Background: an optimization exercise with open tools, aiming at small area, a short achievable clock period and few clock cycles per item. Do not read the settings as production practice. Power figures rest on the tool's default switching activity, not on a simulated workload.

==> module dmod_ring, before the edit <==
module dmod_ring #(
  parameter int WINDOW = 7,
  localparam int CNT_W = $clog2(WINDOW + 1)
) (
  input  logic                                   clk,
  input  logic                                   rst_n,
  input  logic                                   load,
  input  logic [dmod_pkg::RAW_W-1:0]             raw,
  input  logic [dmod_pkg::VAL_W-1:0]             accept_min,
  input  logic [dmod_pkg::VAL_W-1:0]             accept_max,
  input  logic                                   apply,
  output logic [WINDOW-1:0][dmod_pkg::VAL_W-1:0] ring,
  output logic [WINDOW-1:0][CNT_W-1:0]           rel,
  output logic [WINDOW-1:0]                      occ
);
  logic [WINDOW-1:0][VAL_W-1:0] val_r;
  logic [WINDOW-1:0][CNT_W-1:0] rel_r, rel_nxt;
  logic [WINDOW-1:0]            occ_r;
  logic [1:0]                   mid_nxt;
  logic [WINDOW-2:0]            sorted_lt;
  logic [12:0]                  at_least;
  logic [5:0]                   ge;
  logic                         full, mid_up, drop, up, down, ua, ub, push;
  logic [VAL_W-1:0]  x_r;
  logic              sane_r;       
  logic [WINDOW-2:0] lt_x;         
  logic              below_min, above_max;
  always_ff @(posedge clk) begin
    if (load) begin
      x_r    <= raw[VAL_W-1:0];
      sane_r <= (raw != FAULT_ZERO) && (raw != FAULT_LOW) &&
                (raw != FAULT_HIGH) && (raw != FAULT_RANGE) &&
                (raw[RAW_W-1:VAL_W] == '0);
    end
  end
  dmod_lt u_below (.a(x_r), .b(accept_min), .lt(below_min));
  dmod_lt u_above (.a(accept_max), .b(x_r), .lt(above_max));
  assign push = apply && sane_r && !below_min && !above_max;
  for (genvar g = 0; g < WINDOW - 1; g++) begin : g_cmp
    logic lt_g;
    dmod_lt u_lt (.a(val_r[g]), .b(x_r), .lt(lt_g));
    assign lt_x[g] = occ_r[g] && lt_g;
  end
  always_comb begin
    full = occ_r[WINDOW-1];
    if (occ_r[4])      mid_nxt = 2'd3;
    else if (occ_r[2]) mid_nxt = 2'd2;
    else if (occ_r[0]) mid_nxt = 2'd1;
    else               mid_nxt = 2'd0;
    mid_up = (occ_r[0] && !occ_r[1]) || (occ_r[2] && !occ_r[3]) ||
             (occ_r[4] && !occ_r[5]);
    sorted_lt = lt_x;
    for (int r = 0; r < 5; r++) begin
      for (int i = 0; i < WINDOW - 1; i++) begin
        for (int j = i + 1; j < WINDOW - 1; j++) begin
          if ((r == 0 && ((i == 0 && j == 5) || (i == 1 && j == 3) || (i == 2 && j == 4))) ||
              (r == 1 && ((i == 1 && j == 2) || (i == 3 && j == 4))) ||
              (r == 2 && ((i == 0 && j == 3) || (i == 2 && j == 5))) ||
              (r == 3 && ((i == 0 && j == 1) || (i == 2 && j == 3) || (i == 4 && j == 5))) ||
              (r == 4 && ((i == 1 && j == 2) || (i == 3 && j == 4)))) begin
            {sorted_lt[i], sorted_lt[j]} = {sorted_lt[i] | sorted_lt[j],
                                            sorted_lt[i] & sorted_lt[j]};
          end
        end
      end
    end
    at_least = {3'b000, sorted_lt, 4'b1111};
    for (int t = -2; t <= 3; t++) begin
      ge[t+2] = at_least[t + 3 + 32'(mid_nxt)];
    end
    rel_nxt[0][2] = !ge[2];
    rel_nxt[0][1] = (ge[0] && !ge[2]) || ge[4];
    rel_nxt[0][0] = !ge[0] || (ge[1] && !ge[2]) || (ge[3] && !ge[4]) || ge[5];
    for (int i = 0; i < WINDOW - 1; i++) begin
      drop = 1'b0;
      for (int k = 0; k < CNT_W; k++) begin
        ua = rel_r[WINDOW-1][k] ^ (k == CNT_W - 1);
        ub = rel_r[i][k] ^ (k == CNT_W - 1);
        drop = (~ua & ub) | ((~ua | ub) & drop);
      end
      drop = drop && full;
      up   = !lt_x[i] && !drop && !mid_up;
      down = lt_x[i] && (drop || mid_up);
      rel_nxt[i+1][0] = rel_r[i][0] ^ (up || down);
      rel_nxt[i+1][1] = rel_r[i][1] ^ ((up && rel_r[i][0]) || (down && !rel_r[i][0]));
      rel_nxt[i+1][2] = rel_r[i][2] ^ ((up && rel_r[i][1] && rel_r[i][0]) ||
                                       (down && !rel_r[i][1] && !rel_r[i][0]));
    end
  end
  always_ff @(posedge clk) begin
    if (!rst_n) begin
      occ_r <= '0;
    end else if (push) begin
      occ_r <= {occ_r[WINDOW-2:0], 1'b1};
    end
  end
  always_ff @(posedge clk) begin
    if (push) begin
      val_r <= {val_r[WINDOW-2:0], x_r};
      rel_r <= rel_nxt;
    end
  end
  assign ring = val_r;
  assign rel  = rel_r;
  assign occ  = occ_r;
endmodule
Settings: LEC_CHECK=0, CAP_MARGIN=20, CORE_MARGIN=2, CORE_UTILIZATION=40, CTS_BUF_LIST=sky130_fd_sc_hd__clkbuf_8, CTS_CLUSTER_DIAMETER=60, CTS_CLUSTER_SIZE=14, SETUP_SLACK_MARGIN=5, SLEW_MARGIN=20, SYNTH_HIERARCHICAL=1; clock period 8.0 ns.
run.sh (not shown) runs the stock make flow with config.mk's settings and CLKGATE_MAP_FILE= SYNTH_SCRIPT=/design/flow/synth_recipe.tcl, a recipe that flattens the netlist after the stock synthesis.
The first run passed the timing, design-rule and antenna checks.
Then changed:
--- a/flow/design.v
+++ b/flow/design.v
@@ -50,12 +50,10 @@
 );
   logic [WINDOW-1:0][VAL_W-1:0] val_r;
   logic [WINDOW-1:0][CNT_W-1:0] rel_r, rel_nxt;
   logic [WINDOW-1:0]            occ_r;
-  logic [1:0]                   mid_nxt;
-  logic [WINDOW-2:0]            sorted_lt;
-  logic [12:0]                  at_least;
-  logic [5:0]                   ge;
+  logic [CNT_W-1:0]             neg_mid;
+  logic [1:0]                   below_lo, below_hi;
   logic                         full, mid_up, drop, up, down, ua, ub, push;
   logic [VAL_W-1:0]  x_r;
   logic              sane_r;       
   logic [WINDOW-2:0] lt_x;         
@@ -77,36 +75,17 @@
     assign lt_x[g] = occ_r[g] && lt_g;
   end
   always_comb begin
     full = occ_r[WINDOW-1];
-    if (occ_r[4])      mid_nxt = 2'd3;
-    else if (occ_r[2]) mid_nxt = 2'd2;
-    else if (occ_r[0]) mid_nxt = 2'd1;
-    else               mid_nxt = 2'd0;
+    if (occ_r[4])      neg_mid = 3'd5;
+    else if (occ_r[2]) neg_mid = 3'd6;
+    else if (occ_r[0]) neg_mid = 3'd7;
+    else               neg_mid = 3'd0;
     mid_up = (occ_r[0] && !occ_r[1]) || (occ_r[2] && !occ_r[3]) ||
              (occ_r[4] && !occ_r[5]);
-    sorted_lt = lt_x;
-    for (int r = 0; r < 5; r++) begin
-      for (int i = 0; i < WINDOW - 1; i++) begin
-        for (int j = i + 1; j < WINDOW - 1; j++) begin
-          if ((r == 0 && ((i == 0 && j == 5) || (i == 1 && j == 3) || (i == 2 && j == 4))) ||
-              (r == 1 && ((i == 1 && j == 2) || (i == 3 && j == 4))) ||
-              (r == 2 && ((i == 0 && j == 3) || (i == 2 && j == 5))) ||
-              (r == 3 && ((i == 0 && j == 1) || (i == 2 && j == 3) || (i == 4 && j == 5))) ||
-              (r == 4 && ((i == 1 && j == 2) || (i == 3 && j == 4)))) begin
-            {sorted_lt[i], sorted_lt[j]} = {sorted_lt[i] | sorted_lt[j],
-                                            sorted_lt[i] & sorted_lt[j]};
-          end
-        end
-      end
-    end
-    at_least = {3'b000, sorted_lt, 4'b1111};
-    for (int t = -2; t <= 3; t++) begin
-      ge[t+2] = at_least[t + 3 + 32'(mid_nxt)];
-    end
-    rel_nxt[0][2] = !ge[2];
-    rel_nxt[0][1] = (ge[0] && !ge[2]) || ge[4];
-    rel_nxt[0][0] = !ge[0] || (ge[1] && !ge[2]) || (ge[3] && !ge[4]) || ge[5];
+    below_lo = 2'(lt_x[0]) + 2'(lt_x[1]) + 2'(lt_x[2]);
+    below_hi = 2'(lt_x[3]) + 2'(lt_x[4]) + 2'(lt_x[5]);
+    rel_nxt[0] = CNT_W'(below_lo) + CNT_W'(below_hi) + neg_mid;
     for (int i = 0; i < WINDOW - 1; i++) begin
       drop = 1'b0;
       for (int k = 0; k < CNT_W; k++) begin
         ua = rel_r[WINDOW-1][k] ^ (k == CNT_W - 1);
After rerunning: The changed run finished with timing, DRC and antenna clean. Final area went down by 1.1%. Combinational power went down by 5.8%. Synthesized area went down by 1.0%. Non-clock buffer count went up by 23. Power went down by 1.7%. Worst setup slack loses 360 ps. Global-route usage is about the same. Utilization went up by 0.24 points.
No functional check of the RTL was part of any run of this note.

[re-timing with driven ports]
Ports are ideal in the flow. The routed layouts listed here were re-timed in OpenROAD.
Step 1 (the two cells are an assumption about what drives the block):
set clk [get_ports {clk}]
set_driving_cell -lib_cell sky130_fd_sc_hd__clkbuf_16 $clk
set_driving_cell -lib_cell sky130_fd_sc_hd__buf_2 [delete_from_list [all_inputs] $clk]
Step 2 also shifts input and output timing later by t, the mid clock arrival at the registers, as if the neighbouring blocks saw the same clock.
Three values: no drivers, after step 1, after step 2; two values: the first two.
| run | shift t [ns] | slack for setup (ns) | worst register clock-pin slew, ns | cell pins on the clock port's net |
|---|---|---|---|---|
| the first run | 0.663 | 4.699 / 4.699 / 4.662 | 0.11 / 0.11 | 1 |
| the second run | 0.676 | 4.343 / 4.343 / 4.343 | 0.10 / 0.10 | 1 |
After both steps every run listed still meets setup and hold. For the first run, which loses most, drivers alone change the setup slack by 0.000 ns; drivers and shift together by -0.037 ns.
